Background: an optimization exercise with open tools, aiming at small area and a short achievable clock period. Do not read the settings as production practice. Where RTL was checked, it was by simulation tests only, not by an equivalence proof against the original. Function not checked in runs 2 to 5: the RTL went through the layout flow alone.

--- flow/design.v ---
`default_nettype none
module markFold(input logic [31:0] x, output logic [7:0] y);
	logic a_1;
	logic a_2;
	logic a_3;
	logic a_4;
	logic a_5;
	logic a_6;
	logic a_7;
	logic a_8;
	logic a_9;
	logic a_10;
	logic a_11;
	logic a_12;
	logic a_13;
	logic a_14;
	logic a_15;
	logic a_16;
	logic a_17;
	logic a_18;
	logic a_19;
	logic a_20;
	logic a_21;
	logic a_22;
	logic a_23;
	logic a_24;
	logic a_25;
	logic a_26;
	logic a_27;
	logic a_28;
	logic a_29;
	logic a_30;
	logic a_31;
	logic a_32;
	logic a_33;
	logic a_34;
	logic a_35;
	logic a_36;
	logic a_37;
	logic a_38;
	logic a_39;
	logic a_40;
	logic a_41;
	logic a_42;
	logic a_43;
	logic a_44;
	logic a_45;
	logic a_46;
	logic a_47;
	logic a_48;
	logic a_49;
	logic a_50;
	logic a_51;
	logic a_52;
	logic a_53;
	logic a_54;
	logic a_55;
	logic a_56;
	logic a_57;
	logic a_58;
	logic a_59;
	logic a_60;
	logic a_61;
	logic a_62;
	logic a_63;
	logic a_64;
	logic a_65;
	logic a_66;
	logic a_67;
	logic a_68;
	logic a_69;
	logic a_70;
	logic a_71;
	logic a_72;
	logic a_73;
	logic a_74;
	logic a_75;
	logic a_76;
	logic a_77;
	logic a_78;
	logic a_79;
	logic a_80;
	logic a_81;
	logic a_82;
	logic a_83;
	logic a_84;
	logic a_85;
	logic a_86;
	logic a_87;
	assign a_1 = x[26] ^ x[18] ^ x[16];
	assign a_2 = (x[26] & x[18]) | (x[26] & x[16]) | (x[18] & x[16]);
	assign a_3 = x[15] ^ x[8] ^ x[0];
	assign a_4 = (x[15] & x[8]) | (x[15] & x[0]) | (x[8] & x[0]);
	assign a_5 = x[27] ^ x[25] ^ x[24];
	assign a_6 = (x[27] & x[25]) | (x[27] & x[24]) | (x[25] & x[24]);
	assign a_7 = x[17] ^ x[9] ^ x[7];
	assign a_8 = (x[17] & x[9]) | (x[17] & x[7]) | (x[9] & x[7]);
	assign a_9 = x[23] ^ x[19] ^ x[5];
	assign a_10 = (x[23] & x[19]) | (x[23] & x[5]) | (x[19] & x[5]);
	assign a_11 = x[28] ^ x[14] ^ x[10];
	assign a_12 = (x[28] & x[14]) | (x[28] & x[10]) | (x[14] & x[10]);
	assign a_13 = x[20] ^ x[16] ^ x[2];
	assign a_14 = (x[20] & x[16]) | (x[20] & x[2]) | (x[16] & x[2]);
	assign a_15 = x[29] ^ x[25] ^ x[11];
	assign a_16 = (x[29] & x[25]) | (x[29] & x[11]) | (x[25] & x[11]);
	assign a_17 = x[26] ^ x[24] ^ x[21];
	assign a_18 = (x[26] & x[24]) | (x[26] & x[21]) | (x[24] & x[21]);
	assign a_19 = x[14] ^ x[8] ^ x[6];
	assign a_20 = (x[14] & x[8]) | (x[14] & x[6]) | (x[8] & x[6]);
	assign a_21 = x[30] ^ x[23] ^ x[17];
	assign a_22 = (x[30] & x[23]) | (x[30] & x[17]) | (x[23] & x[17]);
	assign a_23 = x[15] ^ x[12] ^ x[5];
	assign a_24 = (x[15] & x[12]) | (x[15] & x[5]) | (x[12] & x[5]);
	assign a_25 = ~x[22];
	assign a_26 = x[31] ^ x[13] ^ a_25;
	assign a_27 = (x[31] & x[13]) | (x[31] & a_25) | (x[13] & a_25);
	assign a_28 = x[6] ^ a_7 ^ a_5;
	assign a_29 = (x[6] & a_7) | (x[6] & a_5) | (a_7 & a_5);
	assign a_30 = x[1] ^ a_9 ^ a_4;
	assign a_31 = (x[1] & a_9) | (x[1] & a_4) | (a_9 & a_4);
	assign a_32 = a_11 ^ a_8 ^ a_6;
	assign a_33 = (a_11 & a_8) | (a_11 & a_6) | (a_8 & a_6);
	assign a_34 = x[7] ^ a_15 ^ a_12;
	assign a_35 = (x[7] & a_15) | (x[7] & a_12) | (a_15 & a_12);
	assign a_36 = x[3] ^ a_19 ^ a_17;
	assign a_37 = (x[3] & a_19) | (x[3] & a_17) | (a_19 & a_17);
	assign a_38 = a_23 ^ a_21 ^ a_16;
	assign a_39 = (a_23 & a_21) | (a_23 & a_16) | (a_21 & a_16);
	assign a_40 = x[4] ^ a_20 ^ a_18;
	assign a_41 = (x[4] & a_20) | (x[4] & a_18) | (a_20 & a_18);
	assign a_42 = a_26 ^ a_24 ^ a_22;
	assign a_43 = (a_26 & a_24) | (a_26 & a_22) | (a_24 & a_22);
	assign a_44 = ~a_28;
	assign a_45 = a_44 ^ a_3 ^ a_1;
	assign a_46 = (a_44 & a_3) | (a_44 & a_1) | (a_3 & a_1);
	assign a_47 = ~a_2;
	assign a_48 = a_32 ^ a_29 ^ a_47;
	assign a_49 = (a_32 & a_29) | (a_32 & a_47) | (a_29 & a_47);
	assign a_50 = a_13 ^ a_10 ^ a_31;
	assign a_51 = (a_13 & a_10) | (a_13 & a_31) | (a_10 & a_31);
	assign a_52 = ~a_14;
	assign a_53 = a_38 ^ a_35 ^ a_52;
	assign a_54 = (a_38 & a_35) | (a_38 & a_52) | (a_35 & a_52);
	assign a_55 = ~a_40;
	assign a_56 = a_42 ^ a_39 ^ a_55;
	assign a_57 = (a_42 & a_39) | (a_42 & a_55) | (a_39 & a_55);
	assign a_58 = ~a_41;
	assign a_59 = a_27 ^ a_43 ^ a_58;
	assign a_60 = (a_27 & a_43) | (a_27 & a_58) | (a_43 & a_58);
	assign a_61 = ~a_48;
	assign a_62 = a_61 ^ a_30 ^ a_46;
	assign a_63 = (a_61 & a_30) | (a_61 & a_46) | (a_30 & a_46);
	assign a_64 = a_34 ^ a_33 ^ a_49;
	assign a_65 = (a_34 & a_33) | (a_34 & a_49) | (a_33 & a_49);
	assign a_66 = ~a_53;
	assign a_67 = a_66 ^ a_36 ^ a_51;
	assign a_68 = (a_66 & a_36) | (a_66 & a_51) | (a_36 & a_51);
	assign a_69 = ~a_37;
	assign a_70 = a_56 ^ a_54 ^ a_69;
	assign a_71 = (a_56 & a_54) | (a_56 & a_69) | (a_54 & a_69);
	assign a_72 = ~a_64;
	assign a_73 = a_72 ^ a_50 ^ a_63;
	assign a_74 = (a_72 & a_50) | (a_72 & a_63) | (a_50 & a_63);
	assign a_75 = a_59 ^ a_57 ^ a_71;
	assign a_76 = (a_59 & a_57) | (a_59 & a_71) | (a_57 & a_71);
	assign a_77 = ~a_65;
	assign a_78 = a_77 ^ a_67 ^ a_74;
	assign a_79 = (a_77 & a_67) | (a_77 & a_74) | (a_67 & a_74);
	assign a_80 = ~a_70;
	assign a_81 = a_80 ^ a_68 ^ a_79;
	assign a_82 = (a_80 & a_68) | (a_80 & a_79) | (a_68 & a_79);
	assign a_83 = a_82 ^ a_75;
	assign a_84 = a_82 & ~a_75;
	assign a_85 = ~a_84;
	assign a_86 = a_76 ^ a_60 ^ a_85;
	assign a_87 = (a_76 & a_60) | (a_76 & a_85) | (a_60 & a_85);
	assign y = {a_87, a_86, a_83, a_81, a_78, a_73, a_62, a_45};
endmodule
module markTable(input logic [7:0] y, output logic [4:0] r);
	logic b_1;
	logic b_2;
	logic b_3;
	logic b_4;
	logic b_5;
	logic b_6;
	logic b_7;
	logic b_8;
	logic b_9;
	logic b_10;
	logic b_11;
	logic b_12;
	logic b_13;
	logic b_14;
	assign b_1 = y[7] ^ y[6] ^ y[0];
	assign b_2 = (y[7] & y[6]) | (y[7] & y[0]) | (y[6] & y[0]);
	assign b_3 = ~y[6];
	assign b_4 = b_3 ^ y[5] ^ y[3];
	assign b_5 = (b_3 & y[5]) | (b_3 & y[3]) | (y[5] & y[3]);
	assign b_6 = ~y[5];
	assign b_7 = b_6 ^ y[1] ^ b_2;
	assign b_8 = (b_6 & y[1]) | (b_6 & b_2) | (y[1] & b_2);
	assign b_9 = y[7] ^ y[2] ^ b_8;
	assign b_10 = (y[7] & y[2]) | (y[7] & b_8) | (y[2] & b_8);
	assign b_11 = b_10 ^ b_4;
	assign b_12 = b_10 & b_4;
	assign b_13 = b_5 ^ y[4] ^ b_12;
	assign b_14 = (b_5 & y[4]) | (b_5 & b_12) | (y[4] & b_12);
	logic [5:0] b_v;
	assign b_v = {b_14, b_13, b_11, b_9, b_7, b_1};
	always_comb begin
		case (b_v)
			6'd0: r = 5'd10;
			6'd1: r = 5'd11;
			6'd2: r = 5'd12;
			6'd3: r = 5'd13;
			6'd4: r = 5'd14;
			6'd5: r = 5'd15;
			6'd6: r = 5'd16;
			6'd7: r = 5'd17;
			6'd8: r = 5'd18;
			6'd9: r = 5'd0;
			6'd10: r = 5'd1;
			6'd11: r = 5'd2;
			6'd12: r = 5'd3;
			6'd13: r = 5'd4;
			6'd14: r = 5'd5;
			6'd15: r = 5'd6;
			6'd16: r = 5'd7;
			6'd17: r = 5'd8;
			6'd18: r = 5'd9;
			6'd19: r = 5'd10;
			6'd20: r = 5'd11;
			6'd21: r = 5'd12;
			6'd22: r = 5'd13;
			6'd23: r = 5'd14;
			6'd24: r = 5'd15;
			6'd25: r = 5'd16;
			6'd26: r = 5'd17;
			6'd27: r = 5'd18;
			6'd28: r = 5'd0;
			6'd29: r = 5'd1;
			6'd30: r = 5'd2;
			6'd31: r = 5'd3;
			6'd32: r = 5'd4;
			6'd33: r = 5'd5;
			6'd34: r = 5'd6;
			6'd35: r = 5'd7;
			6'd36: r = 5'd8;
			6'd37: r = 5'd9;
			6'd38: r = 5'd10;
			6'd39: r = 5'd11;
			6'd40: r = 5'd12;
			6'd41: r = 5'd13;
			6'd42: r = 5'd14;
			6'd43: r = 5'd15;
			6'd44: r = 5'd16;
			6'd45: r = 5'd17;
			6'd46: r = 5'd18;
			6'd47: r = 5'd0;
			6'd48: r = 5'd1;
			6'd49: r = 5'd2;
			6'd50: r = 5'd3;
			6'd51: r = 5'd4;
			6'd52: r = 5'd5;
			6'd53: r = 5'd6;
			6'd54: r = 5'd7;
			6'd55: r = 5'd8;
			6'd56: r = 5'd9;
			6'd57: r = 5'd10;
			6'd58: r = 5'd11;
			6'd59: r = 5'd12;
			6'd60: r = 5'd13;
			6'd61: r = 5'd14;
			6'd62: r = 5'd15;
			6'd63: r = 5'd16;
			default: r = 5'd0;
		endcase
	end
endmodule
`default_nettype wire
`timescale 1ns/1ps
`default_nettype none
module dtsWorker (
	input wire logic clk,
	input wire logic reset,
	input wire logic anotherOne,
	output logic [39:0] natRuler,
	output logic done
);
	localparam logic [31:0] SEED_LAG = 32'h1e4e9fef;
	localparam logic [2:0] S_RESET = 3'd0;
	localparam logic [2:0] S_WAIT = 3'd1;
	localparam logic [2:0] S_BUILD = 3'd2;
	localparam logic [2:0] S_INSERT = 3'd3;
	localparam logic [2:0] S_FINISH = 3'd4;
	localparam logic [2:0] S_HOLD = 3'd5;
	localparam logic [6:0] BLOCK_LAST = 7'b1110001;
	localparam logic [8:0] SET_LAST = 9'b011001111;
	logic [31:0] xs;
	logic [31:0] xsNext;
	logic [7:0] fold, foldQ;
	logic [4:0] res, resQ;  
	always_comb begin
		xsNext = xs ^ (xs << 13);
		xsNext = xsNext ^ (xsNext >> 17);
		xsNext = xsNext ^ (xsNext << 5);
	end
	always_ff @(posedge clk) begin
		if (reset) xs <= SEED_LAG;
		else xs <= xsNext;
	end
	markFold markFold_i (.x(xs), .y(fold));
	markTable markTable_i (.y(foldQ), .r(res));
	always_ff @(posedge clk) begin
		foldQ <= fold;
		resQ <= res;
	end
	logic [19:1] nat;     
	logic [19:1] cum;     
	logic [19:1] bsc;     
	logic [19:1] store0;  
	logic [2:0] state;
	logic flush, clearSet, insert, ready, blockCount;
	logic [1:0] j;
	logic [6:0] blockIters;
	logic [8:0] setIters;
	logic [2:0] quiet;  
	logic [19:0] natFull;
	logic [37:0] spread;
	logic [19:0] below, above;
	logic [19:1] dists, markBit;
	logic fits;
	assign natFull = {nat, 1'b1};
	always_comb begin
		spread = {natFull, 18'd0} >> resQ;
		for (int d = 0; d < 20; d++) begin
			below[d] = spread[19 - d];  
			above[d] = (d < 19) ? spread[19 + d] : 1'b0;  
		end
		dists = below[19:1] | above[19:1];
		fits = !(|(below[9:0] & above[9:0])) && !(|(dists & cum));
		markBit = 19'(1) << resQ;
	end
	logic candFits, startBlock, blockOut, setOut, accept, lastMark;
	assign candFits = (quiet == 3'd7) && fits;
	assign startBlock = (state == S_WAIT) && ready && !clearSet;
	assign blockOut = (state == S_BUILD) && (blockIters == BLOCK_LAST);
	assign setOut = blockOut && (setIters == SET_LAST);
	assign accept = (state == S_BUILD) && !blockOut && candFits && !flush;
	assign lastMark = (j == 2'd2);
	always_ff @(posedge clk) begin
		if (flush) quiet <= 3'd0;
		else if (quiet != 3'd7) quiet <= quiet + 3'd1;
	end
	always_ff @(posedge clk) begin
		if (reset) begin
			state <= S_RESET;
			flush <= 1'b0;
			clearSet <= 1'b0;
			insert <= 1'b0;
			done <= 1'b0;
		end else begin
			flush <= 1'b0;
			clearSet <= 1'b0;
			insert <= 1'b0;
			case (state)
				S_RESET: begin
					clearSet <= 1'b1;
					flush <= 1'b1;
					state <= S_WAIT;
				end
				S_WAIT: begin
					if (startBlock) begin
						flush <= 1'b1;
						state <= S_BUILD;
					end
				end
				S_BUILD: begin
					if (setOut) begin
						state <= S_RESET;
					end else if (blockOut) begin
						flush <= 1'b1;
					end else if (accept) begin
						flush <= 1'b1;
						if (lastMark) begin
							insert <= 1'b1;
							state <= blockCount ? S_FINISH : S_INSERT;
						end
					end
				end
				S_INSERT: state <= S_WAIT;
				S_FINISH: begin
					done <= 1'b1;
					state <= S_HOLD;
				end
				S_HOLD: begin
					if (anotherOne) begin
						done <= 1'b0;
						state <= S_RESET;
					end
				end
				default: state <= S_RESET;
			endcase
		end
	end
	always_ff @(posedge clk) begin
		case (state)
			S_RESET: begin
				nat <= '0;
				cum <= '0;
				bsc <= '0;
				j <= '0;
				blockIters <= '0;
				setIters <= '0;
			end
			S_WAIT: begin
				if (startBlock) begin
					nat <= '0;
					bsc <= cum;
					j <= '0;
					blockIters <= '0;
				end
			end
			S_BUILD: begin
				if (blockOut) begin
					nat <= '0;
					cum <= bsc;
					j <= '0;
					blockIters <= '0;
					setIters <= {setIters[7:0], !(setIters[8] ^ setIters[4])};
				end else begin
					blockIters <= {blockIters[5:0], !(blockIters[6] ^ blockIters[5])};
					if (accept) begin
						nat <= nat | markBit;
						cum <= cum | dists;
						j <= j + 2'd1;
					end
				end
			end
			default: ;
		endcase
	end
	always_ff @(posedge clk) begin
		ready <= !(clearSet || insert);
		if (clearSet) blockCount <= 1'b0;
		else if (insert) blockCount <= 1'b1;
		if (insert && !clearSet && !blockCount) store0 <= nat;
	end
	assign natRuler = {nat, 1'b1, store0, 1'b1};
endmodule
`default_nettype wire
--- flow/run.sh ---
#!/bin/bash
# synth_recipe.tcl (not shown) runs the flow's synth.tcl, then flattens the netlist and writes it again
# the make line also repeats each setting of config.mk as NAME=value (left out here)
make -C /OpenROAD-flow-scripts/flow DESIGN_CONFIG=/design/flow/config.mk WORK_HOME=/design/flow/orfs CLKGATE_MAP_FILE= SYNTH_SCRIPT=/design/flow/synth_recipe.tcl finish
--- flow/config.mk ---
export PLATFORM = sky130hd
export DESIGN_NAME = dtsWorker
export DESIGN_NICKNAME = dtsWorker
export VERILOG_FILES = /design/flow/design.v
export SDC_FILE = /design/flow/constraint.sdc
export NUM_CORES = 4
export LEC_CHECK = 0
export CAP_MARGIN = 20
export CORE_MARGIN = 2
export CORE_UTILIZATION = 40
export PLACE_DENSITY = 0.6
export SLEW_MARGIN = 20
--- flow/constraint.sdc ---
create_clock -name core_clock -period 24.0 [get_ports {clk}]
set_input_delay 4.8000 -clock core_clock [delete_from_list [all_inputs] [get_ports {clk}]]
set_output_delay 4.8000 -clock core_clock [all_outputs]
set_load 0.01 [all_outputs]
==> run summary, run 1 <==
outcome no timing/DRC/antenna violations; post-synthesis sequential area ratio 0.421; slowest stage delay, CP 0.64 ns; Post-CTS Repair Setup Buffers 0; Main synth FF type edfxtp_1; final setup fails 0; setup slack after layout 17.55 ns; Max Cap Viol 0; share of cells above drive strength 1 0.102; Max transition margin 0.401; Skew-Pair Late Insertion Delay 0.43 ns; clk_skew 0.0139 ns; largest net degree at the start of global routing 52; Iter 0 DRT Violations 604; Crit. Startpoint nat[16]; antenna fix cells 0; WP depth 1; Core Region 23300 µm²; Tmin final 6.45 ns; hold crit path type reg -> reg; slowest stage cell, crit path clkdlybuf4s50_1; Final GP Congestion 0.941; synthesis-to-layout area growth 13.9%; Fin Hold WS 0.460 ns; row cnt 56; total global-route track usage 0.190; Ports 44; most frequent cells in the layout 94 x edfxtp_1, 92 x nor2_1, 85 x inv_1, 55 x xnor2_1, 55 x dfxtp_1; worst slew pin tran 0.897 ns; CTS resizes 0; antenna violations before repair 0; first-pass GRT wire length 36100 µm; dpl ws 17.14 ns; # DRC 0; R2R Path End foldQ[6]; total CTS buffers 17; startpoint types register; number of global-route vias before repair 6405; First-pass DRT Iterations 5; Distinct cells, synth 78; Ys Warns 2; post-cts hold buffer count 0; Mapped Cells 909; die area 24800 µm²; Final Hold Fails 0; pins over their slew limit 0; clock-pin slew on the worst setup and hold paths 0.07 ns; crit path to natRuler[36]; Worst R2R Setup Slack 19.55 ns; DIE WIDTH 157 µm; Post-DRT Antenna Nets 0; CP Data Required Time 19.20 ns; grt ovf 0; Clk Tree Root Cell clkbuf_16; cells along the critical path clkdlybuf4s50_1; FF-to-FF Start xs[14]; NumNets Final 983; Async SR Flop Fraction 0; register bit total from synthesis 151; most common cell after layout, fill and taps aside edfxtp_1; RSZ-0062 raised after global routing no; final wirelength 22700 µm; Largest delay share family, worst path buffers and inverters; Port Buffer Count 41; Final period util 0.269; htree depth 4; Routed WL per cell 18.0 µm; Clock Sinks 151; Register-to-Register Path Depth 15; final setup TNS 0 ns; starting density of the core 0.405; vias 6831; fmax 155 MHz; fillcell total 2222; Max FO, Critical Path 9; HPWL after detailed placement 16000 µm; Post-synth EDFFs 94; critical path type reg -> out; CP Capture Type output port; worst path bufs/invs 1; Die Y-Extent 157 µm; vias per cell 5.43; WP data arrival 1.65 ns; Post-Synthesis Cell Area 9410 µm²; Syn Area/Cell 10.4 µm²; CTS tree done; Max Root-Sink Buffers 2
==> cell families (layout without fill, tap and decap cells) <==
family                     count (synthesis)  count (layout)  share of synthesized area
other                                      1               2                   0.000398
muxes                                     55              55                     0.0856
buffers and inverters                    140             170                     0.0601
xor gates and xnor gates                  66              66                     0.0614
adders and majority gates                 53              53                      0.103
AOI/OAI and AO/OA                        179             179                      0.129
DFF                                      151             151                      0.421
and+or+nand+nor                          264             264                      0.139
==> state kept, by name, summed over array words and instances (netlist names), 7 cells and up <==
name,cells
setIters,9
cum,19
store0,19
nat,19
blockIters,7
bsc,19
xs,32
foldQ,8
==> area by class of cell <==
type	instances	area (µm²)	share of cell area
Multi-Input combinational cell	619	4940	0.460
Sequential cell	151	3970	0.370
Timing Repair Buffer	52	493	0.0460
Clock buffer	19	475	0.0443
Tap cell	319	399	0.0372
Inverter	86	323	0.0301
Clock inverter	13	131	0.0123
==> metrics by stage <==
stage / util / std cells / instance area (µm²)
finish: 0.461 / 1259 / 10700
global route: 0.461 / 1259 / 10700
CTS: 0.461 / 1259 / 10700
detailed placement: 0.435 / 1227 / 10100
global placement: 0.435 / 1227 / 10100
floorplan: - / 910 / 9420
==> Yosys cell counts, drive strengths merged (4+ instances only) <==
| master | count | area share |
|---|---|---|
| a22oi | 5 | 0.0040 |
| a21boi | 5 | 0.0040 |
| nor2b | 10 | 0.0066 |
| buf | 18 | 0.011 |
| nor4 | 5 | 0.0033 |
| and2 | 34 | 0.023 |
| ha | 12 | 0.016 |
| xnor2 | 55 | 0.051 |
| dfxtp | 57 | 0.12 |
| or2 | 7 | 0.0047 |
| xor2 | 11 | 0.010 |
| o21ai | 41 | 0.022 |
| and3 | 5 | 0.0033 |
| nand2 | 47 | 0.019 |
| nor3b | 6 | 0.0048 |
| clkbuf | 36 | 0.014 |
| inv | 86 | 0.034 |
| mux4 | 18 | 0.043 |
| o211ai | 7 | 0.0056 |
| edfxtp | 94 | 0.30 |
| mux2i | 25 | 0.028 |
| a211oi | 11 | 0.0088 |
| mux2 | 12 | 0.015 |
| fa | 41 | 0.087 |
| nor2 | 92 | 0.037 |
| nand3 | 13 | 0.0074 |
| a2111oi | 4 | 0.0077 |
| nor3 | 21 | 0.011 |
| nand2b | 10 | 0.0066 |
| a31oi | 14 | 0.0093 |
| a21oi | 47 | 0.025 |
==> worst min-delay path by stage <==
stage / start / end / slack [ns] / cells after the start
2_1_floorplan: clearSet / ready / 0.41 / 1
3_3_place_gp: insert / ready / 0.44 / 1
3_5_place_dp: insert / ready / 0.44 / 1
4_1_cts: clearSet / ready / 0.46 / 1
5_1_grt: clearSet / ready / 0.48 / 1
6_report: clearSet / ready / 0.46 / 1
==> per-layer routing <==
layer,track usage,share of wire,wire [µm],vias up
met4,0.0506,0.013,297,0
li1,-,-,-,3218
met1,0.286,0.48,10900,3331
met2,0.278,0.44,10000,256
met5,0,0,0,-
met3,0.0363,0.066,1500,26
==> run 2: changes to the inputs <==
--- a/flow/design.v
+++ b/flow/design.v
@@ -280,14 +280,71 @@
 `default_nettype wire
 `timescale 1ns/1ps
 `default_nettype none
-module dtsWorker (
+module candidateEval (
+	input wire logic [4:0] res,
+	input wire logic [19:1] nat,
+	input wire logic [19:1] cum,
+	output logic [19:1] dists,    
+	output logic [19:1] markBit,  
+	output logic fits
+);
+	logic [19:0] natFull;
+	logic [37:0] spread;
+	logic [19:0] below, above;
+	assign natFull = {nat, 1'b1};
+	always_comb begin
+		spread = {natFull, 18'd0} >> res;
+		for (int d = 0; d < 20; d++) begin
+			below[d] = spread[19 - d];  
+			above[d] = (d < 19) ? spread[19 + d] : 1'b0;  
+		end
+		dists = below[19:1] | above[19:1];
+		fits = !(|(below[9:0] & above[9:0])) && !(|(dists & cum));
+		markBit = 19'(1) << res;
+	end
+endmodule
+`default_nettype wire
+`timescale 1ns/1ps
+`default_nettype none
+module dtsState (
+	input wire logic clk,
+	input wire logic clearSet,    
+	input wire logic clearBlock,  
+	input wire logic accept,      
+	input wire logic keepBlock,   
+	input wire logic store,       
+	input wire logic [19:1] dists,
+	input wire logic [19:1] markBit,
+	output logic [19:1] nat,
+	output logic [19:1] cum,
+	output logic [19:1] store0
+);
+	logic [19:1] spec;  
+	logic [19:1] bsc;   
+	always_ff @(posedge clk) begin
+		nat <= (clearSet || clearBlock) ? '0 : (nat | (accept ? markBit : '0));
+		spec <= (clearSet || clearBlock) ? '0 : (spec | (accept ? dists : '0));
+		bsc <= clearSet ? '0 : (bsc | (keepBlock ? spec : '0));
+		if (store) store0 <= nat;
+	end
+	assign cum = spec | bsc;
+endmodule
+`default_nettype wire
+`timescale 1ns/1ps
+`default_nettype none
+module searchCtrl (
 	input wire logic clk,
 	input wire logic reset,
 	input wire logic anotherOne,
-	output logic [39:0] natRuler,
+	input wire logic fits,
+	output logic resetQ,      
+	output logic newSet,      
+	output logic clearBlock,  
+	output logic keepBlock,   
+	output logic accept,      
+	output logic store,       
 	output logic done
 );
-	localparam logic [31:0] SEED_LAG = 32'h1e4e9fef;
 	localparam logic [2:0] S_RESET = 3'd0;
 	localparam logic [2:0] S_WAIT = 3'd1;
 	localparam logic [2:0] S_BUILD = 3'd2;
@@ -296,79 +353,40 @@
 	localparam logic [2:0] S_HOLD = 3'd5;
 	localparam logic [6:0] BLOCK_LAST = 7'b1110001;
 	localparam logic [8:0] SET_LAST = 9'b011001111;
-	logic [31:0] xs;
-	logic [31:0] xsNext;
-	logic [7:0] fold, foldQ;
-	logic [4:0] res, resQ;  
-	always_comb begin
-		xsNext = xs ^ (xs << 13);
-		xsNext = xsNext ^ (xsNext >> 17);
-		xsNext = xsNext ^ (xsNext << 5);
-	end
-	always_ff @(posedge clk) begin
-		if (reset) xs <= SEED_LAG;
-		else xs <= xsNext;
-	end
-	markFold markFold_i (.x(xs), .y(fold));
-	markTable markTable_i (.y(foldQ), .r(res));
-	always_ff @(posedge clk) begin
-		foldQ <= fold;
-		resQ <= res;
-	end
-	logic [19:1] nat;     
-	logic [19:1] cum;     
-	logic [19:1] bsc;     
-	logic [19:1] store0;  
 	logic [2:0] state;
 	logic flush, clearSet, insert, ready, blockCount;
 	logic [1:0] j;
 	logic [6:0] blockIters;
 	logic [8:0] setIters;
 	logic [2:0] quiet;  
-	logic [19:0] natFull;
-	logic [37:0] spread;
-	logic [19:0] below, above;
-	logic [19:1] dists, markBit;
-	logic fits;
-	assign natFull = {nat, 1'b1};
-	always_comb begin
-		spread = {natFull, 18'd0} >> resQ;
-		for (int d = 0; d < 20; d++) begin
-			below[d] = spread[19 - d];  
-			above[d] = (d < 19) ? spread[19 + d] : 1'b0;  
-		end
-		dists = below[19:1] | above[19:1];
-		fits = !(|(below[9:0] & above[9:0])) && !(|(dists & cum));
-		markBit = 19'(1) << resQ;
-	end
-	logic candFits, startBlock, blockOut, setOut, accept, lastMark;
-	assign candFits = (quiet == 3'd7) && fits;
-	assign startBlock = (state == S_WAIT) && ready && !clearSet;
-	assign blockOut = (state == S_BUILD) && (blockIters == BLOCK_LAST);
+	logic startBlock, blockOut, setOut, lastMark, build;
+	assign newSet = resetQ || (state == S_RESET);
+	assign build = !resetQ && (state == S_BUILD);
+	assign startBlock = !resetQ && (state == S_WAIT) && ready && !clearSet;
+	assign blockOut = build && (blockIters == BLOCK_LAST);
 	assign setOut = blockOut && (setIters == SET_LAST);
-	assign accept = (state == S_BUILD) && !blockOut && candFits && !flush;
+	assign accept = build && !blockOut && (quiet == 3'd7) && fits && !flush;
 	assign lastMark = (j == 2'd2);
+	assign clearBlock = startBlock || blockOut;
+	assign keepBlock = startBlock;
+	assign store = insert && !clearSet && !blockCount;
+	always_ff @(posedge clk) begin
+		resetQ <= reset;
+	end
 	always_ff @(posedge clk) begin
 		if (flush) quiet <= 3'd0;
 		else if (quiet != 3'd7) quiet <= quiet + 3'd1;
 	end
 	always_ff @(posedge clk) begin
-		if (reset) begin
-			state <= S_RESET;
-			flush <= 1'b0;
-			clearSet <= 1'b0;
-			insert <= 1'b0;
-			done <= 1'b0;
+		flush <= 1'b0;
+		clearSet <= 1'b0;
+		insert <= 1'b0;
+		if (newSet) begin
+			clearSet <= 1'b1;
+			flush <= 1'b1;
+			state <= S_WAIT;
 		end else begin
-			flush <= 1'b0;
-			clearSet <= 1'b0;
-			insert <= 1'b0;
 			case (state)
-				S_RESET: begin
-					clearSet <= 1'b1;
-					flush <= 1'b1;
-					state <= S_WAIT;
-				end
 				S_WAIT: begin
 					if (startBlock) begin
 						flush <= 1'b1;
@@ -389,63 +407,84 @@
 					end
 				end
 				S_INSERT: state <= S_WAIT;
-				S_FINISH: begin
-					done <= 1'b1;
-					state <= S_HOLD;
-				end
-				S_HOLD: begin
-					if (anotherOne) begin
-						done <= 1'b0;
-						state <= S_RESET;
-					end
-				end
+				S_FINISH: state <= S_HOLD;
+				S_HOLD: if (anotherOne) state <= S_RESET;
 				default: state <= S_RESET;
 			endcase
 		end
 	end
 	always_ff @(posedge clk) begin
-		case (state)
-			S_RESET: begin
-				nat <= '0;
-				cum <= '0;
-				bsc <= '0;
+		if (reset) done <= 1'b0;
+		else if (!newSet && state == S_FINISH) done <= 1'b1;
+		else if (!newSet && state == S_HOLD && anotherOne) done <= 1'b0;
+	end
+	always_ff @(posedge clk) begin
+		if (newSet) begin
+			j <= '0;
+			blockIters <= '0;
+			setIters <= '0;
+		end else if (startBlock) begin
+			j <= '0;
+			blockIters <= '0;
+		end else if (build) begin
+			if (blockOut) begin
 				j <= '0;
 				blockIters <= '0;
-				setIters <= '0;
-			end
-			S_WAIT: begin
-				if (startBlock) begin
-					nat <= '0;
-					bsc <= cum;
-					j <= '0;
-					blockIters <= '0;
-				end
+				setIters <= {setIters[7:0], !(setIters[8] ^ setIters[4])};
+			end else begin
+				blockIters <= {blockIters[5:0], !(blockIters[6] ^ blockIters[5])};
+				if (accept) j <= j + 2'd1;
 			end
-			S_BUILD: begin
-				if (blockOut) begin
-					nat <= '0;
-					cum <= bsc;
-					j <= '0;
-					blockIters <= '0;
-					setIters <= {setIters[7:0], !(setIters[8] ^ setIters[4])};
-				end else begin
-					blockIters <= {blockIters[5:0], !(blockIters[6] ^ blockIters[5])};
-					if (accept) begin
-						nat <= nat | markBit;
-						cum <= cum | dists;
-						j <= j + 2'd1;
-					end
-				end
-			end
-			default: ;
-		endcase
+		end
 	end
 	always_ff @(posedge clk) begin
 		ready <= !(clearSet || insert);
 		if (clearSet) blockCount <= 1'b0;
 		else if (insert) blockCount <= 1'b1;
-		if (insert && !clearSet && !blockCount) store0 <= nat;
 	end
+endmodule
+`default_nettype wire
+`timescale 1ns/1ps
+`default_nettype none
+module dtsWorker (
+	input wire logic clk,
+	input wire logic reset,
+	input wire logic anotherOne,
+	output logic [39:0] natRuler,
+	output logic done
+);
+	localparam logic [31:0] SEED_NEXT = 32'h7bd03ff6;
+	logic resetQ, newSet, clearBlock, keepBlock, accept, store, fits;
+	logic [31:0] xs;
+	logic [31:0] xsNext;
+	logic [7:0] fold, foldQ;
+	logic [4:0] res, resQ;  
+	logic [19:1] nat, cum, store0, dists, markBit;
+	always_comb begin
+		xsNext = xs ^ (xs << 13);
+		xsNext = xsNext ^ (xsNext >> 17);
+		xsNext = xsNext ^ (xsNext << 5);
+	end
+	always_ff @(posedge clk) begin
+		xs <= resetQ ? SEED_NEXT : xsNext;
+		foldQ <= fold;
+		resQ <= res;
+	end
+	markFold markFold_i (.x(xs), .y(fold));
+	markTable markTable_i (.y(foldQ), .r(res));
+	candidateEval candidateEval_i (
+		.res(resQ), .nat(nat), .cum(cum), .dists(dists), .markBit(markBit), .fits(fits)
+	);
+	searchCtrl searchCtrl_i (
+		.clk(clk), .reset(reset), .anotherOne(anotherOne), .fits(fits),
+		.resetQ(resetQ), .newSet(newSet), .clearBlock(clearBlock), .keepBlock(keepBlock),
+		.accept(accept), .store(store), .done(done)
+	);
+	dtsState dtsState_i (
+		.clk(clk), .clearSet(newSet), .clearBlock(clearBlock), .accept(accept),
+		.keepBlock(keepBlock), .store(store), .dists(dists), .markBit(markBit),
+		.nat(nat), .cum(cum), .store0(store0)
+	);
 	assign natRuler = {nat, 1'b1, store0, 1'b1};
 endmodule
 `default_nettype wire
==> run 2 against run 1 <==
First-iteration DRC count rose by 6.8%. Fmax barely moved. Critical path depth did not move. Still clean on timing, DRC and antenna. Hold slack got worse by 0.020 ns. Non-clock buffer count rose by 1. Critical path type unchanged. Clock-buffer cell count fell by 1.
==> run summary, run 2 <==
Clk Tree Root Cell clkbuf_16 (unchanged); Final GP Congestion 0.906 (was 0.941); Port Buffer Count 41 (unchanged); leading area contributor after synthesis dfxtp_1 (was edfxtp_1); R2R Path End foldQ[6] (unchanged); share of cells above drive strength 1 0.105 (was 0.102); vias 7272 (was 6831); critical path type reg -> out (unchanged); final setup fails 0 (unchanged); Skew-Pair Late Insertion Delay 0.43 ns (about the same); Core Region 22600 µm² (was 23300 µm²); outcome no timing/DRC/antenna violations (unchanged); fillcell total 2203 (was 2222); clk_skew 0.0109 ns (was 0.0139 ns); htree depth 4 (unchanged); die area 24200 µm² (was 24800 µm²); Syn Area/Cell 9.20 µm² (was 10.4 µm²); total CTS buffers 17 (unchanged); Mapped Cells 999 (was 909); Routed met1 length 11000 µm (was 10900 µm); hold crit path type reg -> reg (unchanged); clock-pin slew on the worst setup and hold paths 0.07 ns (about the same); WP depth 1 (unchanged); Tmin final 6.46 ns (was 6.45 ns); antenna fix cells 0 (unchanged); Routed WL per cell 17.6 µm (was 18.0 µm); Post-synth EDFFs 19 (was 94); Distinct cells, synth 73 (was 78); startpoint types register (unchanged); NumNets Final 1067 (was 983); post-cts hold buffer count 0 (unchanged); Max transition margin 0.300 (was 0.401); Post-CTS Repair Setup Buffers 0 (unchanged); post-synth top area share 0.290 (was 0.300); final setup TNS 0 ns (unchanged); slowest stage cell, crit path clkdlybuf4s50_1 (unchanged); post-synthesis sequential area ratio 0.352 (was 0.421); most common cell after layout, fill and taps aside dfxtp_1 (was edfxtp_1); CP Data Required Time 19.20 ns (about the same); final wirelength 23000 µm (was 22700 µm); cells along the critical path clkdlybuf4s50_1 (unchanged); Ys Warns 5 (was 2); DR top layer met4 (unchanged); Final Hold Fails 0 (unchanged); first-pass GRT wire length 37600 µm (was 36100 µm); CTS tree done (unchanged); RSZ-0062 raised after global routing no (unchanged); Final period util 0.269 (about the same); total global-route track usage 0.195 (was 0.190); Post-Synthesis Cell Area 9200 µm² (was 9410 µm²); Max Cap Viol 0 (unchanged); synthesis-to-layout area growth 13.0% (was 13.9%); antenna violations before repair 0 (unchanged); crit path to natRuler[39] (was natRuler[36]); max reg flops 32 (unchanged); # DRC 0 (unchanged); register bit total from synthesis 152 (was 151); met2 wire length 10300 µm (was 10000 µm); Max Root-Sink Buffers 2 (unchanged); multi-input logic area 5410 µm² (was 4940 µm²); worst slew pin tran 1.05 ns (was 0.897 ns); synth top area cells dfxtp_1 29%, fa_1 8.9%, edfxtp_1 6.2% (was edfxtp_1 30%, dfxtp_1 12%, fa_1 8.7%); WP data arrival 1.66 ns (was 1.65 ns); Iter 0 DRT Violations 645 (was 604); Crit. Startpoint dtsState_i.nat[19] (was nat[16]); Largest delay share family, worst path buffers and inverters (unchanged); Post-DRT Antenna Nets 0 (unchanged); Largest Register xs (unchanged); DIE WIDTH 156 µm (was 157 µm); vias per cell 5.56 (was 5.43); HPWL after detailed placement 16500 µm (was 16000 µm); Final Instance Area 10400 µm² (was 10700 µm²); most frequent cells in the layout 131 x dfxtp_1, 115 x nor2_1, 84 x inv_1, 77 x nand2_1, 57 x xnor2_1 (was 94 x edfxtp_1, 92 x nor2_1, 85 x inv_1, 55 x xnor2_1, 55 x dfxtp_1); Register-to-Register Path Depth 15 (unchanged); starting density of the core 0.407 (was 0.405); FF-to-FF Start xs[14] (unchanged); CP Capture Type output port (unchanged); Async SR Flop Fraction 0 (unchanged); setup slack after layout 17.54 ns (was 17.55 ns); Worst R2R Setup Slack 19.62 ns (was 19.55 ns); CTS resizes 0 (unchanged); Main synth FF type dfxtp_1 (was edfxtp_1); slowest stage delay, CP 0.63 ns (was 0.64 ns); Clock Sinks 152 (was 151); worst path bufs/invs 1 (unchanged); pins over their slew limit 0 (unchanged); number of global-route vias before repair 6926 (was 6405); largest net degree at the start of global routing 48 (was 52); dpl ws 17.95 ns (was 17.14 ns); register area 3240 µm² (was 3970 µm²); met3 routed WL 1110 µm (was 1500 µm); grt ovf 0 (unchanged); Placed Instance Area 9820 µm² (was 10100 µm²); row cnt 55 (was 56); Max FO, Critical Path 11 (was 9); most frequent cells after synthesis 133 x dfxtp_1, 115 x nor2_1, 84 x inv_1 (was 94 x edfxtp_1, 92 x nor2_1, 85 x inv_1); fmax 155 MHz (about the same); Ports 44 (unchanged); Die Y-Extent 156 µm (was 157 µm); most common cell in the synthesized netlist dfxtp_1 (was edfxtp_1); First-pass DRT Iterations 6 (was 5)
## run 2: kinds of logic (layout without fill, tap and decap cells)
group | Yosys count | count (layout) | synth area share
simple gates | 318 | 318 | 0.163
xor+xnor | 66 | 66 | 0.0629
other cells | 1 | 2 | 0.000408
flops | 152 | 152 | 0.352
buf+inv | 145 | 169 | 0.0619
fa+ha+maj | 53 | 53 | 0.106
compound gates | 196 | 196 | 0.153
mux | 68 | 68 | 0.102
## run 2: cell type report
| class | instances | area share |
|---|---|---|
| clock buffers | 18 | 0.0423 |
| flip-flops and latches | 152 | 0.311 |
| repair buffers | 53 | 0.0482 |
| clock inverters | 14 | 0.0132 |
| multi-input cells | 703 | 0.520 |
| well taps | 285 | 0.0343 |
| inverters | 84 | 0.0303 |
## run 2: worst min path at each step
stage                         endpoint  slack (ns)  depth (start not counted)                start
finish              searchCtrl_i.ready        0.44                          1  searchCtrl_i.insert
global route        searchCtrl_i.ready        0.47                          1  searchCtrl_i.insert
CTS                 searchCtrl_i.ready        0.44                          1  searchCtrl_i.insert
detailed placement  searchCtrl_i.ready        0.43                          1  searchCtrl_i.insert
global placement    searchCtrl_i.ready        0.42                          1  searchCtrl_i.insert
floorplan           searchCtrl_i.ready        0.41                          1  searchCtrl_i.insert
## run 2: per-layer routing
metal | global-route usage | up-vias
met3 | 0.0331 | 39
met5 | 0 | -
met1 | 0.280 | 3517
met2 | 0.298 | 238
li1 | - | 3478
met4 | 0.0690 | 0
## run 2: through the flow
stage / std cells / utilization / hold slack [ns]
floorplan: 1000 / - / 0.408
global placement: 1277 / 0.435 / 0.422
detailed placement: 1277 / 0.435 / 0.426
CTS: 1309 / 0.460 / 0.442
global route: 1309 / 0.460 / 0.467
finish: 1309 / 0.460 / 0.440
==> run 3: changes to the inputs <==
==> flow/flow/run.sh (new file) <==
#!/bin/bash
# The standard layout, with the port buffers made from buf_2 instead of
# the flow's default pick (a slow delay buffer). Every port still gets one.
set -euo pipefail
export BUFFER_PORTS_ARGS="-buffer_cell sky130_fd_sc_hd__buf_2"
bash standard.sh > standard_flow.log 2>&1
==> flow/standard.sh (new file) <==
#!/bin/bash
# synth_recipe.tcl (not shown) runs the flow's synth.tcl, then flattens the netlist and writes it again
# the make line also repeats each setting of config.mk as NAME=value (left out here)
make -C /OpenROAD-flow-scripts/flow DESIGN_CONFIG=/design/flow/config.mk WORK_HOME=/design/flow/orfs CLKGATE_MAP_FILE= SYNTH_SCRIPT=/design/flow/synth_recipe.tcl "${@:-finish}"
removed: flow/run.sh
==> run 3 against run 2 <==
Still clean on timing, DRC and antenna. Cell area decreased by 2.0%. Hold slack worse by 0.0039 ns. Cell count unchanged. Synthesized cell count unchanged. Global-route usage is 0.30 points lower.
==> run summary, run 3 <==
outcome no timing/DRC/antenna violations (unchanged); register area 3230 µm² (was 3240 µm²); Mapped Cells 999 (unchanged); final setup fails 0 (unchanged); total CTS buffers 17 (unchanged); Post-CTS Repair Setup Buffers 0 (unchanged); Max FO, Critical Path 11 (unchanged); FF-to-FF Start resQ[0] (was xs[14]); vias 7251 (was 7272); Skew-Pair Late Insertion Delay 0.44 ns (was 0.43 ns); most common cell after layout, fill and taps aside dfxtp_1 (unchanged); Post-synth EDFFs 19 (unchanged); fillcell total 2182 (was 2203); Clk Tree Root Cell clkbuf_16 (unchanged); Worst R2R Setup Slack 19.44 ns (was 19.62 ns); row cnt 55 (unchanged); CP Data Required Time 19.20 ns (about the same); worst path bufs/invs 1 (unchanged); pins over their slew limit 0 (unchanged); Largest Register xs (unchanged); die area 24200 µm² (unchanged); final wirelength 22600 µm (was 23000 µm); post-cts hold buffer count 0 (unchanged); synth top area cells dfxtp_1 29%, fa_1 8.9%, edfxtp_1 6.2% (unchanged); # DRC 0 (unchanged); Ys Warns 5 (unchanged); CTS resizes 0 (unchanged); grt ovf 0 (unchanged); startpoint types register (unchanged); starting density of the core 0.407 (unchanged); crit path to natRuler[39] (unchanged); hold crit path type reg -> reg (unchanged); Iter 0 DRT Violations 624 (was 645); CTS tree done (unchanged); critical path type reg -> out (unchanged); total global-route track usage 0.192 (was 0.195); fmax 166 MHz (was 155 MHz); register bit total from synthesis 152 (unchanged); htree depth 4 (unchanged); antenna violations before repair 0 (unchanged); Distinct cells, synth 73 (unchanged); Tmin final 6.03 ns (was 6.46 ns); Final period util 0.251 (was 0.269); worst slew pin tran 0.962 ns (was 1.05 ns); clock-pin slew on the worst setup and hold paths 0.07 ns (about the same); WP data arrival 1.23 ns (was 1.66 ns); Crit. Startpoint dtsState_i.nat[19] (unchanged); NumNets Final 1067 (unchanged); largest net degree at the start of global routing 61 (was 48); non-filler cells, final 1309 (unchanged); Max transition margin 0.358 (was 0.300); DIE WIDTH 156 µm (unchanged); First-pass DRT Iterations 6 (unchanged); clk_skew 0.00752 ns (was 0.0109 ns); slowest stage cell, crit path dfxtp_1 (was clkdlybuf4s50_1); Syn Area/Cell 9.20 µm² (unchanged); post-synthesis sequential area ratio 0.352 (unchanged); antenna fix cells 0 (unchanged); most common cell in the synthesized netlist dfxtp_1 (unchanged); Largest delay share family, worst path flip-flops (was buffers and inverters); Max Root-Sink Buffers 2 (unchanged); WP depth 1 (unchanged); R2R Path End dtsState_i.spec[2] (was foldQ[6]); Final Hold Fails 0 (unchanged); Core Region 22600 µm² (unchanged); vias per cell 5.54 (was 5.56); synthesis-to-layout area growth 10.7% (was 13.0%); Register-to-Register Path Depth 10 (was 15); Max Cap Viol 0 (unchanged); Port Buffer Count 41 (unchanged); cells along the critical path buf_2 (was clkdlybuf4s50_1); number of global-route vias before repair 7005 (was 6926); first-pass GRT wire length 36800 µm (was 37600 µm); Final GP Congestion 0.892 (was 0.906); post-synth top area share 0.290 (unchanged); final setup TNS 0 ns (unchanged); most frequent cells after synthesis 133 x dfxtp_1, 115 x nor2_1, 84 x inv_1 (unchanged); leading area contributor after synthesis dfxtp_1 (unchanged); Post-DRT Antenna Nets 0 (unchanged); Routed WL per cell 17.3 µm (was 17.6 µm); multi-input logic area 5410 µm² (unchanged); slowest stage delay, CP 0.58 ns (was 0.63 ns); share of cells above drive strength 1 0.145 (was 0.105); max reg flops 32 (unchanged); Main synth FF type dfxtp_1 (unchanged); CP Capture Type output port (unchanged); min-delay src searchCtrl_i.insert (unchanged); HPWL after detailed placement 16100 µm (was 16500 µm); Ports 44 (unchanged); most frequent cells in the layout 132 x dfxtp_1, 115 x nor2_1, 84 x inv_1, 77 x nand2_1, 57 x xnor2_1 (was 131 x dfxtp_1, 115 x nor2_1, 84 x inv_1, 77 x nand2_1, 57 x xnor2_1); RSZ-0062 raised after global routing no (unchanged); dpl cells 1277 (unchanged); Async SR Flop Fraction 0 (unchanged); Clock Sinks 152 (unchanged); Post-Synthesis Cell Area 9200 µm² (unchanged); Die Y-Extent 156 µm (unchanged)
run 3: changes by cell type in the layout (fill, tap and decap cells not counted):
cell and delta:
buf_2 +41, bufinv_16 -1, clkbuf_16 +1, clkdlybuf4s50_1 -41
clkinv_4 -1, clkinvlp_4 -1, dfxtp_1 +1, dfxtp_2 -1
inv_4 +2, inv_6 -1, inv_8 +1
run 3: cell type report:
class / count / area share
Clock buffer: 19 / 0.0456
Timing Repair Buffer: 53 / 0.0290
Sequential cell: 152 / 0.318
Clock inverter: 13 / 0.0104
Tap cell: 285 / 0.0350
Multi-Input combinational cell: 703 / 0.531
Inverter: 84 / 0.0310
run 3: worst min-delay path by stage:
stage	endpoint	slack (ns)	cells past startpoint
6_report	searchCtrl_i.ready	0.44	1
5_1_grt	searchCtrl_i.ready	0.47	1
4_1_cts	searchCtrl_i.ready	0.44	1
3_5_place_dp	searchCtrl_i.ready	0.43	1
3_3_place_gp	searchCtrl_i.ready	0.43	1
2_1_floorplan	searchCtrl_i.ready	0.41	1
run 3: per-layer routing:
metal | share of wire | global-route usage | routed length, µm
met1 | 0.46 | 0.267 | 10500
met2 | 0.45 | 0.296 | 10300
met3 | 0.055 | 0.0336 | 1240
met4 | 0.029 | 0.0826 | 651
met5 | 0 | 0 | 0
run 3: cell families after synthesis:
family	after synthesis	share of synthesized area
AOI/OAI and AO/OA	196	0.153
xor gates and xnor gates	66	0.0629
adders and majority gates	53	0.106
buffers and inverters	145	0.0619
DFF	152	0.352
muxes	68	0.102
other	1	0.000408
and+or+nand+nor	318	0.163
run 3: stage by stage:
step | hold slack (ns) | worst slack, ns | area [µm²] | utilization
2_1_floorplan | 0.408 | 18.47 | 9200 | -
3_3_place_gp | 0.433 | 18.29 | 9610 | 0.426
3_5_place_dp | 0.427 | 18.27 | 9610 | 0.426
4_1_cts | 0.442 | 17.97 | 10200 | 0.451
5_1_grt | 0.470 | 17.93 | 10200 | 0.451
6_report | 0.436 | 17.97 | 10200 | 0.451
==> run 4: changes to the inputs <==
--- a/flow/config.mk
+++ b/flow/config.mk
@@ -8,5 +8,8 @@
 export CAP_MARGIN = 20
 export CORE_MARGIN = 2
 export CORE_UTILIZATION = 40
+export CTS_BUF_LIST = sky130_fd_sc_hd__clkbuf_8
+export CTS_CLUSTER_DIAMETER = 80
+export CTS_CLUSTER_SIZE = 40
 export PLACE_DENSITY = 0.6
 export SLEW_MARGIN = 20
==> run 4 against run 3 <==
Utilization down 0.83 points. Synthesized cell count unchanged. Global-route usage fell by 0.29 points. Clock-buffer cell count is 1 lower. Wire length shrank 0.51%. Non-clock buffer count did not move. Sequential cell count did not move. Critical path depth stayed put. Worst setup slack worse by 0.040 ns.
==> run summary, run 4 <==
Distinct cells, synth 73 (unchanged); vias per cell 5.56 (was 5.54); Post-Synth Adder-Cell Area 0.106 (unchanged); CP Capture Type output port (unchanged); row cnt 55 (unchanged); Ys Warns 5 (unchanged); NumNets Final 1067 (unchanged); Final Instance Area 9990 µm² (was 10200 µm²); most frequent cells after synthesis 133 x dfxtp_1, 115 x nor2_1, 84 x inv_1 (unchanged); total CTS buffers 17 (unchanged); worst path bufs/invs 1 (unchanged); Largest Register xs (unchanged); synthesis-to-layout area growth 8.70% (was 10.7%); startpoint types register (unchanged); fmax 165 MHz (was 166 MHz); most common cell in the synthesized netlist dfxtp_1 (unchanged); FF-to-FF Start resQ[0] (unchanged); R2R Path End dtsState_i.spec[2] (unchanged); Fin Hold WS 0.440 ns (was 0.436 ns); starting density of the core 0.407 (unchanged); Synth Area in Simple Gates 0.163 (unchanged); vias 7279 (was 7251); # DRC 0 (unchanged); htree depth 4 (unchanged); antenna fix cells 0 (unchanged); CTS tree done (unchanged); Syn Area/Cell 9.20 µm² (unchanged); largest net degree at the start of global routing 61 (unchanged); DIE WIDTH 156 µm (unchanged); number of global-route vias before repair 6926 (was 7005); min-delay src searchCtrl_i.insert (unchanged); Port Buffer Count 41 (unchanged); Post-Synth XOR/XNOR Area 0.0629 (unchanged); Worst R2R Setup Slack 19.28 ns (was 19.44 ns); RSZ-0062 raised after global routing no (unchanged); total global-route track usage 0.190 (was 0.192); Final GP Congestion 0.892 (unchanged); Largest delay share family, worst path flip-flops (unchanged); Die Y-Extent 156 µm (unchanged); Max Cap Viol 0 (unchanged); Ports 44 (unchanged); WP data arrival 1.27 ns (was 1.23 ns); Post-synth EDFFs 19 (unchanged); HPWL after detailed placement 16100 µm (unchanged); slowest stage cell, crit path dfxtp_1 (unchanged); Post-CTS Repair Setup Buffers 0 (unchanged); pins over their slew limit 0 (unchanged); Register-to-Register Path Depth 10 (unchanged); max reg flops 32 (unchanged); worst slew pin tran 0.942 ns (was 0.962 ns); First-pass DRT Iterations 6 (unchanged); Iter 0 DRT Violations 641 (was 624); die area 24200 µm² (unchanged); Main synth FF type dfxtp_1 (unchanged); CTS resizes 0 (unchanged); share of the core filled with cells 0.443 (was 0.451); Async SR Flop Fraction 0 (unchanged); Clock Sinks 152 (unchanged); Tmin final 6.07 ns (was 6.03 ns); end point of the worst hold path searchCtrl_i.ready (unchanged); post-synth top area share 0.290 (unchanged); hold crit path type reg -> reg (unchanged); leading area contributor after synthesis dfxtp_1 (unchanged); Core Region 22600 µm² (unchanged); post-cts hold buffer count 0 (unchanged); cells along the critical path buf_2 (unchanged); fillcell total 2211 (was 2182); critical path type reg -> out (unchanged); Skew-Pair Late Insertion Delay 0.46 ns (was 0.44 ns); Post-DRT Antenna Nets 0 (unchanged); outcome no timing/DRC/antenna violations (unchanged); most common cell after layout, fill and taps aside dfxtp_1 (unchanged); clock-pin slew on the worst setup and hold paths 0.09 ns (was 0.07 ns); final setup TNS 0 ns (unchanged); Routed WL per cell 17.2 µm (was 17.3 µm); Final period util 0.253 (was 0.251); CP Data Required Time 19.20 ns (about the same); Max Root-Sink Buffers 2 (unchanged); Placed Instance Area 9610 µm² (unchanged); multiplexer share of the synthesized area 0.102 (unchanged); post-synthesis sequential area ratio 0.352 (unchanged); Mapped Cells 999 (unchanged); final setup fails 0 (unchanged); register bit total from synthesis 152 (unchanged); Final Hold Fails 0 (unchanged); Post-Synthesis Cell Area 9200 µm² (unchanged); clk_skew 0.0158 ns (was 0.00752 ns); final wirelength 22500 µm (was 22600 µm); antenna violations before repair 0 (unchanged); Clk Tree Root Cell clkbuf_8 (was clkbuf_16); Compound-Gate Fraction of Synth Area 0.153 (unchanged); most frequent cells in the layout 132 x dfxtp_1, 115 x nor2_1, 84 x inv_1, 77 x nand2_1, 57 x xnor2_1 (unchanged); main combinational cell family by area after synthesis simple AND/OR/NAND/NOR gates (unchanged); grt ovf 0 (unchanged); slowest stage delay, CP 0.59 ns (was 0.58 ns); Max transition margin 0.370 (was 0.358); hold-critical path depth 1 (unchanged); first-pass GRT wire length 36500 µm (was 36800 µm); Max FO, Critical Path 11 (unchanged); share of cells above drive strength 1 0.145 (unchanged); synth top area cells dfxtp_1 29%, fa_1 8.9%, edfxtp_1 6.2% (unchanged)
==> run 4: changes by cell type in the layout (fill, tap and decap cells not counted), sizes merged <==
cell / change
bufinv: +1
clkbuf: -1
==> run 4: routing by layer <==
| layer | GRT usage | wire (µm) | vias up |
|---|---|---|---|
| met5 | 0 | 0 | - |
| met4 | 0.0673 | 561 | 0 |
| met3 | 0.0328 | 1450 | 44 |
| met2 | 0.296 | 10100 | 296 |
| met1 | 0.266 | 10400 | 3460 |
| li1 | - | - | 3479 |
==> run 4: layout make-up <==
| class | count | area, µm² | share of cell area |
|---|---|---|---|
| multi-input cells | 703 | 5410 | 0.541 |
| flip-flops and latches | 152 | 3230 | 0.324 |
| well taps | 285 | 357 | 0.0357 |
| inverters | 84 | 315 | 0.0315 |
| repair buffers | 53 | 295 | 0.0295 |
| clock buffers | 18 | 248 | 0.0248 |
| clock inverters | 14 | 136 | 0.0136 |
==> run 4: how the worst max path moves through the flow <==
stage                       startpoint                     to  depth (start not counted)
detailed placement          anotherOne  searchCtrl_i.state[2]                          7
global placement            anotherOne  searchCtrl_i.state[2]                          7
CTS                 dtsState_i.nat[19]           natRuler[39]                          1
floorplan                   anotherOne  searchCtrl_i.state[2]                          6
global route        dtsState_i.nat[19]           natRuler[39]                          1
finish              dtsState_i.nat[19]           natRuler[39]                          1
==> run 4: cell families (layout without fill, tap and decap cells) <==
family,count (synthesis),in the layout
simple gates,318,318
compound gates,196,196
flops,152,152
buf+inv,145,169
mux,68,68
xor+xnor,66,66
fa+ha+maj,53,53
other cells,1,2
==> run 4: per-stage QoR <==
stage	setup slack, ns	std cells
CTS	17.93	1309
finish	17.93	1309
global placement	18.29	1277
global route	17.89	1309
detailed placement	18.27	1277
floorplan	18.47	1000
==> run 5: changes to the inputs <==
==> flow/flow/run.sh (replaced) <==
#!/bin/bash
# The standard layout, with the port buffers made from buf_2 instead of
# the flow's default pick (a slow delay buffer), and the timing repair asked
# to keep a margin of setup slack so that it works on the paths that set the
# achieved period. Every port still gets a buffer; the constraints are the standard flow's.
set -euo pipefail
export BUFFER_PORTS_ARGS="-buffer_cell sky130_fd_sc_hd__buf_2"
export SETUP_SLACK_MARGIN=18.4
bash standard.sh > standard_flow.log 2>&1
--- a/flow/config.mk
+++ b/flow/config.mk
@@ -8,8 +8,5 @@
 export CAP_MARGIN = 20
 export CORE_MARGIN = 2
 export CORE_UTILIZATION = 40
-export CTS_BUF_LIST = sky130_fd_sc_hd__clkbuf_8
-export CTS_CLUSTER_DIAMETER = 80
-export CTS_CLUSTER_SIZE = 40
 export PLACE_DENSITY = 0.6
 export SLEW_MARGIN = 20
==> run 5 against run 4 <==
First-iteration DRC count decreased by 4.4%. Highest routed layer unchanged. Non-clock buffer count increased by 19. Still clean. Sequential cell count unchanged. Die area unchanged. Utilization increased by 2.4 points. Via count increased by 1.0%. Area after synthesis unchanged. Sequential share of layout area decreased by 0.95 points. Cell count increased by 1.5%. Critical path depth unchanged.
==> run summary, run 5 <==
outcome no timing/DRC/antenna violations (unchanged); dpl ws 18.27 ns (unchanged); DIE WIDTH 156 µm (unchanged); CP Data Required Time 19.20 ns (about the same); Worst R2R Setup Slack 19.43 ns (was 19.28 ns); Final GP Congestion 0.892 (unchanged); HPWL after detailed placement 16100 µm (unchanged); Core Region 22600 µm² (unchanged); most frequent cells in the layout 115 x nor2_1, 112 x dfxtp_1, 84 x inv_1, 77 x nand2_1, 57 x xnor2_1 (was 132 x dfxtp_1, 115 x nor2_1, 84 x inv_1, 77 x nand2_1, 57 x xnor2_1); First-pass DRT Iterations 5 (was 6); most common cell in the synthesized netlist dfxtp_1 (unchanged); Clk Tree Root Cell clkbuf_16 (was clkbuf_8); Die Y-Extent 156 µm (unchanged); fmax 173 MHz (was 165 MHz); hold crit path type reg -> reg (unchanged); NumNets Final 1086 (was 1067); Async SR Flop Fraction 0 (unchanged); cells along the critical path buf_2 (unchanged); post-synthesis sequential area ratio 0.352 (unchanged); Final period util 0.240 (was 0.253); worst slew pin tran 0.964 ns (was 0.942 ns); clk_skew 0.00960 ns (was 0.0158 ns); number of global-route vias before repair 7096 (was 6926); Final Instance Area 10500 µm² (was 9990 µm²); Register-to-Register Path Depth 10 (unchanged); Mapped Cells 999 (unchanged); slowest stage delay, CP 0.37 ns (was 0.59 ns); Port Buffer Count 41 (unchanged); R2R Path End dtsState_i.spec[2] (unchanged); htree depth 4 (unchanged); Syn Area/Cell 9.20 µm² (unchanged); multi-input logic area 5410 µm² (unchanged); die area 24200 µm² (unchanged); total CTS buffers 17 (unchanged); antenna fix cells 0 (unchanged); Distinct cells, synth 73 (unchanged); first-pass GRT wire length 37600 µm (was 36500 µm); Final Hold Fails 0 (unchanged); Largest delay share family, worst path flip-flops (unchanged); post-synth top area share 0.290 (unchanged); Max Root-Sink Buffers 2 (unchanged); vias per cell 5.54 (was 5.56); total global-route track usage 0.198 (was 0.190); Placed Instance Area 9610 µm² (unchanged); Ports 44 (unchanged); final wirelength 23300 µm (was 22500 µm); largest net degree at the start of global routing 61 (unchanged); Post-Synthesis Cell Area 9200 µm² (unchanged); FF-to-FF Start resQ[0] (unchanged); final setup TNS 0 ns (unchanged); vias 7355 (was 7279); pins over their slew limit 0 (unchanged); Clock Sinks 152 (unchanged); final setup fails 0 (unchanged); # DRC 0 (unchanged); end point of the worst hold path searchCtrl_i.ready (unchanged); critical path type reg -> out (unchanged); Ys Warns 5 (unchanged); share of the core filled with cells 0.466 (was 0.443); Iter 0 DRT Violations 613 (was 641); min-delay src searchCtrl_i.insert (unchanged); Max Cap Viol 0 (unchanged); Fin Hold WS 0.436 ns (was 0.440 ns); met2 wire length 10600 µm (was 10100 µm); met3 routed WL 1440 µm (was 1450 µm); synthesis-to-layout area growth 14.5% (was 8.70%); share of cells above drive strength 1 0.179 (was 0.145); DR top layer met4 (unchanged); Post-DRT Antenna Nets 0 (unchanged); Largest Register xs (unchanged); Routed WL per cell 17.6 µm (was 17.2 µm); hold-critical path depth 1 (unchanged); Max transition margin 0.355 (was 0.370); row cnt 55 (unchanged); Post-synth EDFFs 19 (unchanged); CP Capture Type output port (unchanged); post-cts hold buffer count 0 (unchanged); CTS tree done (unchanged); slowest stage cell, crit path edfxtp_1 (was dfxtp_1); Main synth FF type dfxtp_1 (unchanged); most common cell after layout, fill and taps aside nor2_1 (was dfxtp_1); synth top area cells dfxtp_1 29%, fa_1 8.9%, edfxtp_1 6.2% (unchanged); most frequent cells after synthesis 133 x dfxtp_1, 115 x nor2_1, 84 x inv_1 (unchanged); Max FO, Critical Path 1 (was 11); fillcell total 2135 (was 2211); antenna violations before repair 0 (unchanged); starting density of the core 0.407 (unchanged); register bit total from synthesis 152 (unchanged); clock-pin slew on the worst setup and hold paths 0.06 ns (was 0.09 ns); WP data arrival 0.96 ns (was 1.27 ns); Tmin final 5.76 ns (was 6.07 ns); grt ovf 0 (unchanged); startpoint types register (unchanged); register area 3310 µm² (was 3230 µm²); Routed met1 length 10700 µm (was 10400 µm); setup slack after layout 18.24 ns (was 17.93 ns); leading area contributor after synthesis dfxtp_1 (unchanged); Skew-Pair Late Insertion Delay 0.44 ns (was 0.46 ns); max reg flops 32 (unchanged); worst path bufs/invs 1 (unchanged); RSZ-0062 raised after global routing yes (was no)
run 5: kinds of logic after synthesis:
kind of cell,Yosys count,synth area share
buf+inv,145,0.0619
xor+xnor,66,0.0629
other cells,1,0.000408
flops,152,0.352
mux,68,0.102
simple gates,318,0.163
compound gates,196,0.153
fa+ha+maj,53,0.106
run 5: how the worst max path moves through the flow:
stage                                from               endpoint  cells past startpoint
detailed placement             anotherOne  searchCtrl_i.state[2]                      7
global placement               anotherOne  searchCtrl_i.state[2]                      7
CTS                 dtsState_i.store0[15]           natRuler[15]                      1
global route         dtsState_i.store0[3]            natRuler[3]                      1
finish               dtsState_i.store0[3]            natRuler[3]                      1
floorplan                      anotherOne  searchCtrl_i.state[2]                      6
run 5: metrics by stage:
| stage | cells |
|---|---|
| 2_1_floorplan | 1000 |
| 3_3_place_gp | 1277 |
| 3_5_place_dp | 1277 |
| 4_1_cts | 1328 |
| 5_1_grt | 1328 |
| 6_report | 1328 |
run 5: final cells by class:
class,count,area share
well taps,285,0.0339
clock inverters,13,0.0101
multi-input cells,703,0.514
repair buffers,72,0.0541
clock buffers,19,0.0441
flip-flops and latches,152,0.314
inverters,84,0.0300
run 5: what timing repair did:
item | CTS | global route
setup endpoints to repair | 39 | 39
pin swaps | 0 | 0
hold endpoints to repair | 0 | 0
buffers inserted | 19 | 0
cloned | 0 | 0
resized for setup | 61 | 2
run 5: worst reg2reg max path, cell delays in order (launching register included):
cell and delay, ns:
dfxtp_2 0.31, buf_4 0.50, mux4_2 0.63, mux2i_1 0.45, o22ai_1 0.16, a211oi_1 0.49
nor2_1 0.15, nor4_1 0.32, nand4_1 0.62, buf_4 0.53, a221oi_1 0.33
run 5: per-layer routing:
metal	global-route usage	vias up
met4	0.0830	0
met3	0.0350	46
met5	0	-
met1	0.274	3516
met2	0.305	268
li1	-	3525

==> afterwards: timing with drivers on the ports <==
The results above use ideal ports. As a check the final layouts listed here were re-extracted and re-timed, cells and wires unchanged.
Step 1 sets driving cells, clkbuf_16 on the clock port and buf_2 on the other inputs (assumed; they add their load-dependent delay and slew).
Step 2 times the ports against the registers' clock, not the clock port: input delays grow and output delays shrink by t, the midpoint of the rising clock arrivals with the driver on.
Three values: ideal ports, drivers, drivers and shift; two values: the first two.
run	shift t [ns]	setup slack, ns	hold WS [ns]	worst setup path after step 2
run 1	0.474	17.547 / 17.498 / 17.143	0.460 / 0.460 / 0.460	input to register
run 2	0.469	17.541 / 17.496 / 17.946	0.440 / 0.440 / 0.440	input to register
run 3	0.481	17.970 / 17.924 / 18.222	0.436 / 0.436 / 0.436	input to register
run 4	0.496	17.931 / 17.892 / 18.238	0.440 / 0.440 / 0.440	input to register
run 5	0.481	18.236 / 18.190 / 18.223	0.436 / 0.436 / 0.436	input to register
After both steps setup and hold are still met in every run listed. The setup slack of run 1, which loses most, moves by -0.049 ns with the drivers and by -0.404 ns with both steps.
